This design comes from an exercise in tuning for small area and a short achievable clock period on the open sky130 flow, not from production work.
RTL that was checked went through simulation tests only; none was proved equivalent to the original.
No activity file was given, so power comes from the tool's default toggle rates.

Design usb_capture_top, start of the top module:
module usb_capture_top (
    input  logic                   clk_120mhz,
    input  logic                   rst_n,
    input  usb_pkt_pkg::byte_t     host_data_i,
    input  logic                   host_valid_i,
    input  logic                   host_sop_i,
    input  logic                   host_eop_i,
    input  logic                   host_crc_ok_i,
    input  usb_pkt_pkg::byte_t     dev_data_i,
    input  logic                   dev_valid_i,
    input  logic                   dev_sop_i,
    input  logic                   dev_eop_i,
    input  logic                   dev_crc_ok_i,
    input  logic                   rd_req_i,
    output usb_pkt_pkg::byte_t     rd_data_o,
    output logic                   rd_sop_o,
    output logic                   rd_eop_o,
    output usb_pkt_pkg::dir_t      rd_dir_o,
    output usb_pkt_pkg::ts_short_t rd_ts_o,
    output logic                   rd_valid_o,
    output logic                   rd_empty_o,
    input  usb_pkt_pkg::byte_t     cmd_data_i,
    input  logic                   cmd_valid_i,
    output usb_pkt_pkg::byte_t     resp_data_o,
    output logic                   resp_valid_o
);
Size in the first run: about 6000 cells after synthesis, about 1900 flip-flops, ~74 I/O pins, roughly 65000 um2 of cells after synthesis.
==> module capture_fifo, before the edit <==
module capture_fifo (
    input  logic                   clk_120mhz,
    input  logic                   rst_n,
    input  logic                   wr_valid_i,
    input  usb_pkt_pkg::byte_t     wr_data_i,
    input  logic                   wr_sop_i,
    input  logic                   wr_eop_i,
    input  usb_pkt_pkg::dir_t      wr_dir_i,
    input  usb_pkt_pkg::ts_short_t wr_ts_i,
    input  logic                   rd_req_i,
    output usb_pkt_pkg::byte_t     rd_data_o,
    output logic                   rd_sop_o,
    output logic                   rd_eop_o,
    output usb_pkt_pkg::dir_t      rd_dir_o,
    output usb_pkt_pkg::ts_short_t rd_ts_o,
    output logic                   rd_valid_o,
    output logic                   empty_o,
    output logic                   empty_int_o,   
    output logic                   overflow_o,
    output usb_pkt_pkg::cnt16_t    pkt_count_o
);
    localparam int DEPTH = 64;
    localparam int W     = usb_pkt_pkg::ENTRY_W;
    logic [W-1:0] row [0:DEPTH-1];
    logic [W-1:0] wr_entry;
    logic [7:0]   lo_q;
    logic [8:0]   hi_q;
    logic         inc, dec;
    logic         empty_next;
    logic         shift_next;  
    logic         empty;
    logic         nonempty_q;  
    logic [7:0]   lo_next;
    logic [8:0]   hi_next;
    logic [DEPTH-1:0] move_q;  
    logic         full;
    logic         wr_accept;
    logic         rd_fire;
    logic         drop_q;
    logic [DEPTH-1:0] sel_w, sel_s, sel_h;
    assign full      = hi_q[8];
    assign wr_accept = wr_valid_i & ~full & (~drop_q | wr_sop_i);
    assign empty     = hi_q[0] & lo_q[0];
    assign rd_fire   = rd_req_i & ~empty;
    assign empty_next = ~wr_accept & (empty | (rd_req_i & hi_q[0] & lo_q[1]));
    assign shift_next = rd_fire | empty_next;
    assign empty_o   = ~nonempty_q;
    assign empty_int_o = empty;
    assign inc       = wr_accept & ~rd_fire;
    assign dec       = rd_fire & ~wr_accept;
    assign wr_entry  = {wr_dir_i, wr_sop_i, wr_eop_i, wr_ts_i, wr_data_i};
    always_comb begin
        lo_next = lo_q;
        hi_next = hi_q;
        if (inc) begin
            lo_next = {lo_q[6:0], lo_q[7]};
            if (lo_q[7]) hi_next = {hi_q[7:0], 1'b0};
        end else if (dec) begin
            lo_next = {lo_q[0], lo_q[7:1]};
            if (lo_q[0]) hi_next = {1'b0, hi_q[8:1]};
        end
    end
    always_ff @(posedge clk_120mhz) begin
        for (int i = 0; i < DEPTH; i++) begin
            move_q[i] <= shift_next & ~(hi_next[i / 8] & lo_next[i % 8]);
        end
    end
    always_comb begin
        for (int i = 0; i < DEPTH; i++) begin
            sel_w[i] = hi_q[i / 8] & lo_q[i % 8];
            sel_s[i] = move_q[i];
            sel_h[i] = ~sel_w[i] & ~move_q[i];
        end
    end
    logic [W-1:0] wr_entry_n;
    logic [DEPTH-1:0] sel_w_n;
    logic [W-1:0] row_d [0:DEPTH-1];
    assign wr_entry_n = ~wr_entry;
    assign sel_w_n    = ~sel_w;
    for (genvar i = 0; i < DEPTH; i++) begin : g_row
        for (genvar j = 0; j < W; j++) begin : g_bit
            capture_fifo_bit u_bit (
                .hold_i   (sel_h[i]),
                .own_i    (row[i][j]),
                .shift_i  (sel_s[i]),
                .upper_i  ((i == DEPTH - 1) ? wr_entry[j] : row[(i + 1) % DEPTH][j]),
                .sel_w_n_i(sel_w_n[i]),
                .wr_n_i   (wr_entry_n[j]),
                .d_o      (row_d[i][j])
            );
        end
    end
    always_ff @(posedge clk_120mhz) begin
        for (int i = 0; i < DEPTH; i++) begin
            row[i] <= row_d[i];
        end
    end
    assign rd_dir_o  = usb_pkt_pkg::dir_t'(row[0][W-1]);
    assign rd_sop_o  = row[0][W-2];
    assign rd_eop_o  = row[0][W-3];
    assign rd_ts_o   = row[0][usb_pkt_pkg::BYTE_W +: usb_pkt_pkg::TS_SHORT_W];
    assign rd_data_o = row[0][usb_pkt_pkg::BYTE_W-1:0];
    always_ff @(posedge clk_120mhz or negedge rst_n) begin
        if (!rst_n) begin
            lo_q        <= 8'd1;
            hi_q        <= 9'd1;
            nonempty_q  <= 1'b0;
            drop_q      <= 1'b0;
            overflow_o  <= 1'b0;
            pkt_count_o <= '0;
            rd_valid_o  <= 1'b0;
        end else begin
            rd_valid_o <= rd_fire;
            lo_q       <= lo_next;
            hi_q       <= hi_next;
            nonempty_q <= ~empty_next;
            if (wr_valid_i) begin
                if (full) begin
                    drop_q     <= 1'b1;
                    overflow_o <= 1'b1;
                end else if (wr_sop_i) begin
                    drop_q <= 1'b0;
                end
            end
            if (wr_accept && wr_eop_i) begin
                pkt_count_o <= pkt_count_o + 1'b1;
            end
        end
    end
endmodule
==> flow/config.mk <==
export PLATFORM = sky130hd
export DESIGN_NAME = usb_capture_top
export DESIGN_NICKNAME = usb_capture_top
export VERILOG_FILES = /design/flow/design.v
export SDC_FILE = /design/flow/constraint.sdc
export NUM_CORES = 4
export LEC_CHECK = 0
export CAP_MARGIN = 20
export CORE_MARGIN = 2
export CORE_UTILIZATION = 60
export CTS_CLUSTER_DIAMETER = 90
export CTS_CLUSTER_SIZE = 28
export SETUP_SLACK_MARGIN = 2.0
export SLEW_MARGIN = 20
export SYNTH_HIERARCHICAL = 1
export TNS_END_PERCENT = 100
==> flow/constraint.sdc <==
create_clock -name core_clock -period 4.0 [get_ports {clk_120mhz}]
set_input_delay 0.8000 -clock core_clock [delete_from_list [all_inputs] [get_ports {clk_120mhz}]]
set_output_delay 0.8000 -clock core_clock [all_outputs]
set_load 0.01 [all_outputs]
run.sh (not shown) runs the stock make flow with config.mk's settings and CLKGATE_MAP_FILE= SYNTH_SCRIPT=/design/flow/synth_recipe.tcl, a recipe that flattens the netlist after the stock synthesis.
Edit:
--- a/flow/design.v
+++ b/flow/design.v
@@ -162,4 +162,5 @@
     logic [8:0]   hi_next;
     logic [DEPTH-1:0] move_q;  
+    logic [DEPTH-1:0] hold_q;  
     logic         full;
     logic         wr_accept;
@@ -192,11 +193,12 @@
         for (int i = 0; i < DEPTH; i++) begin
             move_q[i] <= shift_next & ~(hi_next[i / 8] & lo_next[i % 8]);
+            hold_q[i] <= ~shift_next & ~(hi_next[i / 8] & lo_next[i % 8]);
         end
     end
     always_comb begin
         for (int i = 0; i < DEPTH; i++) begin
-            sel_w[i] = hi_q[i / 8] & lo_q[i % 8];
+            sel_w[i] = ~(move_q[i] | hold_q[i]);
             sel_s[i] = move_q[i];
-            sel_h[i] = ~sel_w[i] & ~move_q[i];
+            sel_h[i] = hold_q[i];
         end
     end
Outcome: Worst hold slack degrades by 0.028 ns; cell area goes up by 1.7%; utilization came out lower by 0.28 points; total power is lower by 3.9%; fmax barely changes; area after synthesis grows by 2.3%; cell count climbs by 1.8%.
No functional check of the RTL was part of the second run of this note.

afterwards: timing with drivers on the ports:
The flow's constraints put no driver on any port. The routed layouts listed below were extracted and timed again, unchanged, in two steps.
Step 1 assumes that a clkbuf_16 drives the clock port and a buf_2 every other input.
Step 2 moves the port delays by t, midway between the first and last clock arrival at a register: inputs arrive t later, outputs are due t later. That takes back most of the time a late clock gives input paths.
Three values: ideal, step 1, step 2; two values: the first two.
run	t, ns	slack for setup (ns)	worst register clock-pin slew, ns	worst slew at a driven data input, ns
the first run	0.766	1.848 / 1.777 / 1.317	0.11 / 0.11	0.04
the second run	0.777	1.842 / 1.770 / 1.221	0.11 / 0.11	0.11
After both steps every run listed still meets setup and hold. For the second run, which loses most, drivers alone change the setup slack by -0.072 ns; drivers and shift together by -0.621 ns.
